Source: an optimization exercise on an open RTL-to-GDS flow (aim: small area, a short achievable clock period and few clock cycles per item). Production flows keep margins and buffers that such runs may drop.
In this exercise RTL edits were held to simulation tests only and were not proved equivalent to the original.

green:
==> module divider_top, before the edit <==
module divider_top (
    input  logic        clk,
    input  logic        rst_n,
    input  logic [31:0] op1,
    input  logic [31:0] op2,
    input  logic [2:0]  funct3,
    input  logic        start,
    input  logic        ack,
    output logic [31:0] result,
    output logic        done
);
    localparam logic [1:0] S_IDLE = 2'd0;
    localparam logic [1:0] S_PREP = 2'd1;
    localparam logic [1:0] S_ITER = 2'd2;
    localparam logic [1:0] S_FIX  = 2'd3;
    logic [1:0]  st_q;
    logic [31:0] r_q;       
    logic [31:0] t_q;       
    logic [31:0] q_q;       
    logic [3:0]  cnt_q;     
    logic        rem_q;     
    logic        sgn_q;     
    logic        neg_q;     
    assign result = q_q;
    logic        sa, sb;
    logic [31:0] abs_a, abs_b;
    logic [5:0]  lz_a, lz_b;
    logic [5:0]  dlz;
    logic        b_zero, a_short;
    logic [31:0] t_init;
    logic [31:0] fast_val;
    assign sa    = sgn_q & r_q[31];
    assign sb    = sgn_q & t_q[31];
    assign abs_a = sa ? -r_q : r_q;
    assign abs_b = sb ? -t_q : t_q;
    always_comb begin
        lz_a = 6'd32;
        for (int i = 0; i < 32; i++)
            if (abs_a[i]) lz_a = 6'(31 - i);
    end
    always_comb begin
        lz_b = 6'd32;
        for (int i = 0; i < 32; i++)
            if (abs_b[i]) lz_b = 6'(31 - i);
    end
    assign b_zero = (t_q == 32'd0);
    assign dlz    = lz_b - lz_a;
    assign a_short  = lz_a > lz_b;
    assign t_init = abs_b << {dlz[4:1], 1'b0};
    assign fast_val = rem_q ? r_q : {32{b_zero}};
    logic [7:0] nz_a, nz_b;
    logic [7:0] hi_a;           
    logic       plain_i, short_i;
    always_comb begin
        for (int g = 0; g < 8; g++) begin
            nz_a[g] = |op1[4*g +: 4];
            nz_b[g] = |op2[4*g +: 4];
        end
    end
    always_comb begin
        logic [7:0] x;
        x = nz_a;
        for (int k = 1; k < 8; k = k * 2)
            x = x | (x >> k);
        hi_a = x;
    end
    assign plain_i = funct3[0] | ~(op1[31] | op2[31]);
    assign short_i = plain_i & (|(nz_b & ~hi_a));
    logic [32:0] d1;
    logic [32:0] s1;
    logic [31:0] r1;
    logic        q1;
    logic [32:0] s2;
    logic [31:0] r2;
    logic        q0;
    assign d1 = {t_q, 1'b0};
    div_bk_add #(.W(33)) u_sub1 (.a({1'b0, r_q}), .b(~d1), .cin(1'b1), .sum(s1));
    assign q1 = ~s1[32] & ~t_q[31];
    assign r1 = q1 ? s1[31:0] : r_q;
    div_bk_add #(.W(33)) u_sub2 (.a({1'b0, r1}), .b(~{1'b0, t_q}), .cin(1'b1), .sum(s2));
    assign q0 = ~s2[32];
    assign r2 = q0 ? s2[31:0] : r1;
    logic [31:0] q_shift;
    assign q_shift = {q_q[29:0], q1, q0};
    logic last;
    assign last = (cnt_q == 4'd0);
    logic accept;
    assign accept = (st_q == S_IDLE) && start;
    always_ff @(posedge clk or negedge rst_n) begin
        if (!rst_n) begin
            st_q <= S_IDLE;
            done <= 1'b0;
        end else begin
            case (st_q)
                S_IDLE: begin
                    if (start) begin
                        st_q <= short_i ? S_IDLE : S_PREP;
                        done <= short_i;
                    end else begin
                        done <= done & ~ack;
                    end
                end
                S_PREP: begin
                    if (b_zero || a_short) begin
                        st_q <= S_IDLE;
                        done <= 1'b1;
                    end else begin
                        st_q <= S_ITER;
                    end
                end
                S_ITER: begin
                    if (last) begin
                        if (neg_q) begin
                            st_q <= S_FIX;
                        end else begin
                            st_q <= S_IDLE;
                            done <= 1'b1;
                        end
                    end
                end
                default: begin
                    st_q <= S_IDLE;
                    done <= 1'b1;
                end
            endcase
        end
    end
    always_ff @(posedge clk) begin
        case (st_q)
            S_IDLE: begin
                r_q <= op1;
                t_q <= op2;
            end
            S_PREP: begin
                r_q <= abs_a;
                t_q <= t_init;
            end
            default: begin
                r_q <= r2;
                t_q <= {2'b00, t_q[31:2]};
            end
        endcase
        cnt_q <= (st_q == S_PREP) ? dlz[4:1] : cnt_q - 4'd1;
    end
    always_ff @(posedge clk) begin
        if (accept) begin
            rem_q <= funct3[1];
            sgn_q <= ~funct3[0];
        end
        if (st_q == S_PREP) neg_q <= rem_q ? sa : (sa ^ sb);
    end
    always_ff @(posedge clk) begin
        case (st_q)
            S_IDLE: if (!done || ack) q_q <= op1 & {32{funct3[1]}};
            S_PREP: q_q <= fast_val & {32{b_zero | a_short}};
            S_ITER: q_q <= (last && rem_q) ? r2 : q_shift;
            default: q_q <= -q_q;
        endcase
    end
endmodule
==> flow/config.mk <==
export PLATFORM = sky130hd
export DESIGN_NAME = divider_top
export DESIGN_NICKNAME = divider_top
export VERILOG_FILES = /design/flow/design.v
export SDC_FILE = /design/flow/constraint.sdc
export NUM_CORES = 4
export LEC_CHECK = 0
export ABC_AREA = 1
export CAP_MARGIN = 20
export CORE_MARGIN = 2
export CORE_UTILIZATION = 40
export SLEW_MARGIN = 20
==> flow/constraint.sdc <==
create_clock -name core_clock -period 27.0 [get_ports {clk}]
set_input_delay 5.4000 -clock core_clock [delete_from_list [all_inputs] [get_ports {clk}]]
set_output_delay 5.4000 -clock core_clock [all_outputs]
set_load 0.01 [all_outputs]
standard.sh (not shown) runs the stock make flow with config.mk's settings and CLKGATE_MAP_FILE= SYNTH_SCRIPT=/design/flow/synth_recipe.tcl, a recipe that flattens the netlist after the stock synthesis.
==> flow/flow/run.sh <==
#!/bin/bash
# Standard layout, with one extra step after placement: the port buffers become
# plain buffers instead of delay buffers, and the resizer sizes the placed
# netlist for a shorter period than the clock asks for (same constraints, a
# larger slack target). Everything else is the standard.sh.
set -euo pipefail
here=$(pwd)
res=$here/orfs/results/sky130hd/divider_top/base

bash standard.sh synth floorplan place > $here/log_1_standard_to_place.txt 2>&1

cp $res/3_place.odb $here/3_place_standard.odb
openroad -no_splash -exit $here/flow/resize.tcl > $here/log_2_resize.txt 2>&1
test -s $res/3_place.odb

bash standard.sh cts route finish > $here/log_3_standard_to_finish.txt 2>&1
test -s $here/out/final.def
==> flow/flow/resize.tcl <==
# size the placed design harder, under the design's own constraints
set P $::env(FLOW_HOME)/platforms/sky130hd
set res [pwd]/orfs/results/sky130hd/divider_top/base
read_liberty $P/lib/sky130_fd_sc_hd__tt_025C_1v80.lib
read_db [pwd]/3_place_standard.odb
read_sdc $res/3_place.sdc
source $P/setRC.tcl
set_dont_use {sky130_fd_sc_hd__probe_p_8 sky130_fd_sc_hd__probec_p_8 sky130_fd_sc_hd__lpflow_*
  sky130_fd_sc_hd__clkdlybuf4s* sky130_fd_sc_hd__dlygate* sky130_fd_sc_hd__dlymetal*}
estimate_parasitics -placement
report_worst_slack

# port buffers: plain buffers rather than delay buffers
foreach inst [[ord::get_db_block] getInsts] {
  set n [$inst getName]
  set m [[$inst getMaster] getName]
  if {([string match "input*" $n] || [string match "output*" $n]) && [string match "*clkdlybuf4s*" $m]} {
    replace_cell $n sky130_fd_sc_hd__buf_1
  }
}
estimate_parasitics -placement
report_worst_slack

# resize toward a 6 ns period; the constraints stay those of the design
repair_timing -setup -setup_margin 21.0 -skip_last_gasp
estimate_parasitics -placement
report_worst_slack
report_design_area

detailed_placement
check_placement -verbose
estimate_parasitics -placement
report_worst_slack
write_db $res/3_place.odb
Testbench counts of green, summed over its fixed seeds: cycles 147,214, items 32,000.
Input changes introduced in blue (baseline for comparison: green):
--- a/flow/design.v
+++ b/flow/design.v
@@ -79,28 +79,10 @@
     assign b_zero = (t_q == 32'd0);
     assign dlz    = lz_b - lz_a;
     assign a_short  = lz_a > lz_b;
     assign t_init = abs_b << {dlz[4:1], 1'b0};
     assign fast_val = rem_q ? r_q : {32{b_zero}};
-    logic [7:0] nz_a, nz_b;
-    logic [7:0] hi_a;           
-    logic       plain_i, short_i;
-    always_comb begin
-        for (int g = 0; g < 8; g++) begin
-            nz_a[g] = |op1[4*g +: 4];
-            nz_b[g] = |op2[4*g +: 4];
-        end
-    end
-    always_comb begin
-        logic [7:0] x;
-        x = nz_a;
-        for (int k = 1; k < 8; k = k * 2)
-            x = x | (x >> k);
-        hi_a = x;
-    end
-    assign plain_i = funct3[0] | ~(op1[31] | op2[31]);
-    assign short_i = plain_i & (|(nz_b & ~hi_a));
     logic [32:0] d1;
     logic [32:0] s1;
     logic [31:0] r1;
     logic        q1;
     logic [32:0] s2;
@@ -124,16 +106,12 @@
             st_q <= S_IDLE;
             done <= 1'b0;
         end else begin
             case (st_q)
                 S_IDLE: begin
-                    if (start) begin
-                        st_q <= short_i ? S_IDLE : S_PREP;
-                        done <= short_i;
-                    end else begin
-                        done <= done & ~ack;
-                    end
+                    if (start) st_q <= S_PREP;
+                    done <= done & ~ack;
                 end
                 S_PREP: begin
                     if (b_zero || a_short) begin
                         st_q <= S_IDLE;
                         done <= 1'b1;
@@ -182,11 +160,11 @@
         end
         if (st_q == S_PREP) neg_q <= rem_q ? sa : (sa ^ sb);
     end
     always_ff @(posedge clk) begin
         case (st_q)
-            S_IDLE: if (!done || ack) q_q <= op1 & {32{funct3[1]}};
+            S_IDLE: ;
             S_PREP: q_q <= fast_val & {32{b_zero | a_short}};
             S_ITER: q_q <= (last && rem_q) ? r2 : q_shift;
             default: q_q <= -q_q;
         endcase
     end
Results
blue reached the end of the flow, and the finished layout is clean on the timing, DRC and antenna checks. Sort green and blue by adder and majority cell fraction of the synthesized area, descending, and blue comes first. Summary of blue over green: fraction of area in registers now larger; worst-case register-to-register setup slack now larger; post-route standard cell area excluding fillers now smaller. On clock-buffer cell count: between green and blue, it ends up higher for green. Going from green to blue, first-pass GRT wire length dropped 9500 um, area growth from synthesis to final layout fell 2.8 points, sum of routed wire length over all layers lower.
Testbench counts of blue, summed over its fixed seeds: cycles 156,157, items 32,000.

## delta
Another version of the RTL of divider_top (not shown whole).
Size: ~110 flip-flops, ~100 I/O pins.
==> module divider_top, before the edit <==
module divider_top (
    input  logic        clk,
    input  logic        rst_n,
    input  logic [31:0] op1,
    input  logic [31:0] op2,
    input  logic [2:0]  funct3,
    input  logic        start,
    input  logic        ack,
    output logic [31:0] result,
    output logic        done
);
    localparam logic [1:0] S_IDLE = 2'd0;
    localparam logic [1:0] S_PREP = 2'd1;
    localparam logic [1:0] S_ITER = 2'd2;
    localparam logic [1:0] S_FIX  = 2'd3;
    logic [1:0]  st_q;
    logic [31:0] r_q;       
    logic [31:0] t_q;       
    logic [31:0] q_q;       
    logic [3:0]  cnt_q;     
    logic        rem_q;     
    logic        sgn_q;     
    logic        neg_q;     
    assign result = q_q;
    logic        sa, sb;
    logic [31:0] abs_a, abs_b;
    logic [5:0]  lz_a, lz_b;
    logic [5:0]  dlz;
    logic        b_zero, a_short;
    logic [31:0] t_init;
    logic [31:0] fast_val;
    assign sa    = sgn_q & r_q[31];
    assign sb    = sgn_q & t_q[31];
    assign abs_a = sa ? -r_q : r_q;
    assign abs_b = sb ? -t_q : t_q;
    always_comb begin
        lz_a = 6'd32;
        for (int i = 0; i < 32; i++)
            if (abs_a[i]) lz_a = 6'(31 - i);
    end
    always_comb begin
        lz_b = 6'd32;
        for (int i = 0; i < 32; i++)
            if (abs_b[i]) lz_b = 6'(31 - i);
    end
    assign b_zero = (t_q == 32'd0);
    assign dlz    = lz_b - lz_a;
    assign a_short  = lz_a > lz_b;
    assign t_init = abs_b << {dlz[4:1], 1'b0};
    assign fast_val = rem_q ? r_q : {32{b_zero}};
    logic [32:0] d1;
    logic [32:0] s1;
    logic [31:0] r1;
    logic        q1;
    logic [32:0] s2;
    logic [31:0] r2;
    logic        q0;
    assign d1 = {t_q, 1'b0};
    assign s1 = {1'b0, r_q} - d1;
    assign q1 = ~s1[32] & ~t_q[31];
    assign r1 = q1 ? s1[31:0] : r_q;
    assign s2 = {1'b0, r1} - {1'b0, t_q};
    assign q0 = ~s2[32];
    assign r2 = q0 ? s2[31:0] : r1;
    logic [31:0] q_shift;
    assign q_shift = {q_q[29:0], q1, q0};
    logic last;
    assign last = (cnt_q == 4'd0);
    logic accept;
    assign accept = (st_q == S_IDLE) && start;
    always_ff @(posedge clk or negedge rst_n) begin
        if (!rst_n) begin
            st_q <= S_IDLE;
            done <= 1'b0;
        end else begin
            case (st_q)
                S_IDLE: begin
                    if (start) st_q <= S_PREP;
                    done <= done & ~ack;
                end
                S_PREP: begin
                    if (b_zero || a_short) begin
                        st_q <= S_IDLE;
                        done <= 1'b1;
                    end else begin
                        st_q <= S_ITER;
                    end
                end
                S_ITER: begin
                    if (last) begin
                        if (neg_q) begin
                            st_q <= S_FIX;
                        end else begin
                            st_q <= S_IDLE;
                            done <= 1'b1;
                        end
                    end
                end
                default: begin
                    st_q <= S_IDLE;
                    done <= 1'b1;
                end
            endcase
        end
    end
    always_ff @(posedge clk) begin
        case (st_q)
            S_IDLE: begin
                if (start) begin
                    r_q   <= op1;
                    t_q   <= op2;
                    rem_q <= funct3[1];
                    sgn_q <= ~funct3[0];
                end
            end
            S_PREP: begin
                r_q   <= abs_a;
                t_q   <= t_init;
                cnt_q <= dlz[4:1];
                neg_q <= rem_q ? sa : (sa ^ sb);
                q_q   <= fast_val & {32{b_zero | a_short}};
            end
            S_ITER: begin
                r_q   <= r2;
                t_q   <= {2'b00, t_q[31:2]};
                cnt_q <= cnt_q - 4'd1;
                q_q   <= (last && rem_q) ? r2 : q_shift;
            end
            default: begin
                q_q <= -q_q;
            end
        endcase
    end
endmodule
==> flow/config.mk <==
export PLATFORM = sky130hd
export DESIGN_NAME = divider_top
export DESIGN_NICKNAME = divider_top
export VERILOG_FILES = /design/flow/design.v
export SDC_FILE = /design/flow/constraint.sdc
export NUM_CORES = 4
export LEC_CHECK = 0
export CAP_MARGIN = 20
export CORE_MARGIN = 2
export CORE_UTILIZATION = 40
export SLEW_MARGIN = 20
==> flow/constraint.sdc <==
create_clock -name core_clock -period 27.0 [get_ports {clk}]
set_input_delay 5.4000 -clock core_clock [delete_from_list [all_inputs] [get_ports {clk}]]
set_output_delay 5.4000 -clock core_clock [all_outputs]
set_load 0.01 [all_outputs]
run.sh (not shown) runs the stock make flow with config.mk's settings and CLKGATE_MAP_FILE= SYNTH_SCRIPT=/design/flow/synth_recipe.tcl, a recipe that flattens the netlist after the stock synthesis.
Stock flow here: none of the scripts above is used.
delta: PASS, flow complete, no timing, DRC or antenna violations
Testbench counts of delta, summed over its fixed seeds: cycles 156,157, items 32,000.
> inputs changed (delta -> gamma)
-- flow/design.v --
<<< delta, line 19
    logic [31:0] t_q;       
    logic [31:0] q_q;       
    logic [3:0]  cnt_q;     
    logic        rem_q;     
    logic        sgn_q;     
>>> gamma, line 19
    logic [31:0] t_q;       
    logic [31:0] q_q;       
    logic [4:0]  cnt_q;     
    logic        rem_q;     
    logic        sgn_q;     
<<< delta, line 48
    assign dlz    = lz_b - lz_a;
    assign a_short  = lz_a > lz_b;
    assign t_init = abs_b << {dlz[4:1], 1'b0};
    assign fast_val = rem_q ? r_q : {32{b_zero}};
    logic [32:0] d1;
    logic [32:0] s1;
    logic [31:0] r1;
    logic        q1;
    logic [32:0] s2;
    logic [31:0] r2;
    logic        q0;
    assign d1 = {t_q, 1'b0};
    assign s1 = {1'b0, r_q} - d1;
    assign q1 = ~s1[32] & ~t_q[31];
    assign r1 = q1 ? s1[31:0] : r_q;
    assign s2 = {1'b0, r1} - {1'b0, t_q};
    assign q0 = ~s2[32];
    assign r2 = q0 ? s2[31:0] : r1;
    logic [31:0] q_shift;
    assign q_shift = {q_q[29:0], q1, q0};
    logic last;
    assign last = (cnt_q == 4'd0);
    logic accept;
    assign accept = (st_q == S_IDLE) && start;
>>> gamma, line 48
    assign dlz    = lz_b - lz_a;
    assign a_short  = lz_a > lz_b;
    assign t_init = abs_b << dlz[4:0];
    assign fast_val = rem_q ? r_q : {32{b_zero}};
    logic [32:0] s1;
    logic        q0;
    logic [31:0] r2;
    assign s1 = {1'b0, r_q} - {1'b0, t_q};
    assign q0 = ~s1[32];
    assign r2 = q0 ? s1[31:0] : r_q;
    logic [31:0] q_shift;
    assign q_shift = {q_q[30:0], q0};
    logic last;
    assign last = (cnt_q == 5'd0);
    logic accept;
    assign accept = (st_q == S_IDLE) && start;
<<< delta, line 118
                r_q   <= abs_a;
                t_q   <= t_init;
                cnt_q <= dlz[4:1];
                neg_q <= rem_q ? sa : (sa ^ sb);
                q_q   <= fast_val & {32{b_zero | a_short}};
>>> gamma, line 110
                r_q   <= abs_a;
                t_q   <= t_init;
                cnt_q <= dlz[4:0];
                neg_q <= rem_q ? sa : (sa ^ sb);
                q_q   <= fast_val & {32{b_zero | a_short}};
<<< delta, line 124
            S_ITER: begin
                r_q   <= r2;
                t_q   <= {2'b00, t_q[31:2]};
                cnt_q <= cnt_q - 4'd1;
                q_q   <= (last && rem_q) ? r2 : q_shift;
            end
>>> gamma, line 116
            S_ITER: begin
                r_q   <= r2;
                t_q   <= {1'b0, t_q[31:1]};
                cnt_q <= cnt_q - 5'd1;
                q_q   <= (last && rem_q) ? r2 : q_shift;
            end
### Flow results
- Number of cells traversed by the worst register-to-register path ended up 1 higher on gamma than on delta.
- gamma vs delta, first element of the critical path: t_q[0]$_DFFE_PP_ vs t_q[1]$_DFFE_PP_
- When the final numbers for delta and gamma were put side by side, the final setup slack of the worst path turned out to be smaller in gamma.
- Against delta, final weighted congestion of routability-driven global placement in gamma rose by a few percent.
- gamma against delta: arrival time of the worst setup path moved up.
Testbench counts of gamma, summed over its fixed seeds: cycles 236,622, items 32,000.

afterwards: timing with drivers on the ports:
How much do the figures lean on ideal ports? The routed layouts below were timed once more, with nothing changed but the port constraints. Step 1 sets driving cells, clkbuf_16 on the clock port and buf_2 on the other inputs (assumed; they add their load-dependent delay and slew). Step 2 adds t to the input delays and takes it off the output delays; t is the mean of the earliest and latest rising clock arrival at the registers after step 1. Input paths then give back, and output paths get back, about the clock's delay inside the block. Slacks: no drivers / after step 1 / after step 2; pairs: no drivers / after step 1.
| run | t (ns) | setup slack, ns | worst hold slack (ns) | latest minus earliest clock arrival (ns) | cell pins on the clock port's net |
|---|---|---|---|---|---|
| green | 0.419 | 20.019 / 20.044 / 19.624 | 0.464 / 0.464 / 0.464 | 0.011 / 0.011 | 1 |
| blue | 0.414 | 20.591 / 20.540 / 20.888 | 0.475 / 0.475 / 0.475 | 0.014 / 0.014 | 1 |
| delta | 0.440 | 19.304 / 19.304 / 19.304 | 0.492 / 0.492 / 0.492 | 0.017 / 0.016 | 1 |
| gamma | 0.416 | 19.037 / 19.037 / 19.037 | 0.504 / 0.504 / 0.504 | 0.017 / 0.017 | 1 |
After both steps setup and hold are still met in every run listed. The setup slack of green, which loses most, moves by +0.025 ns with the drivers and by -0.395 ns with both steps.
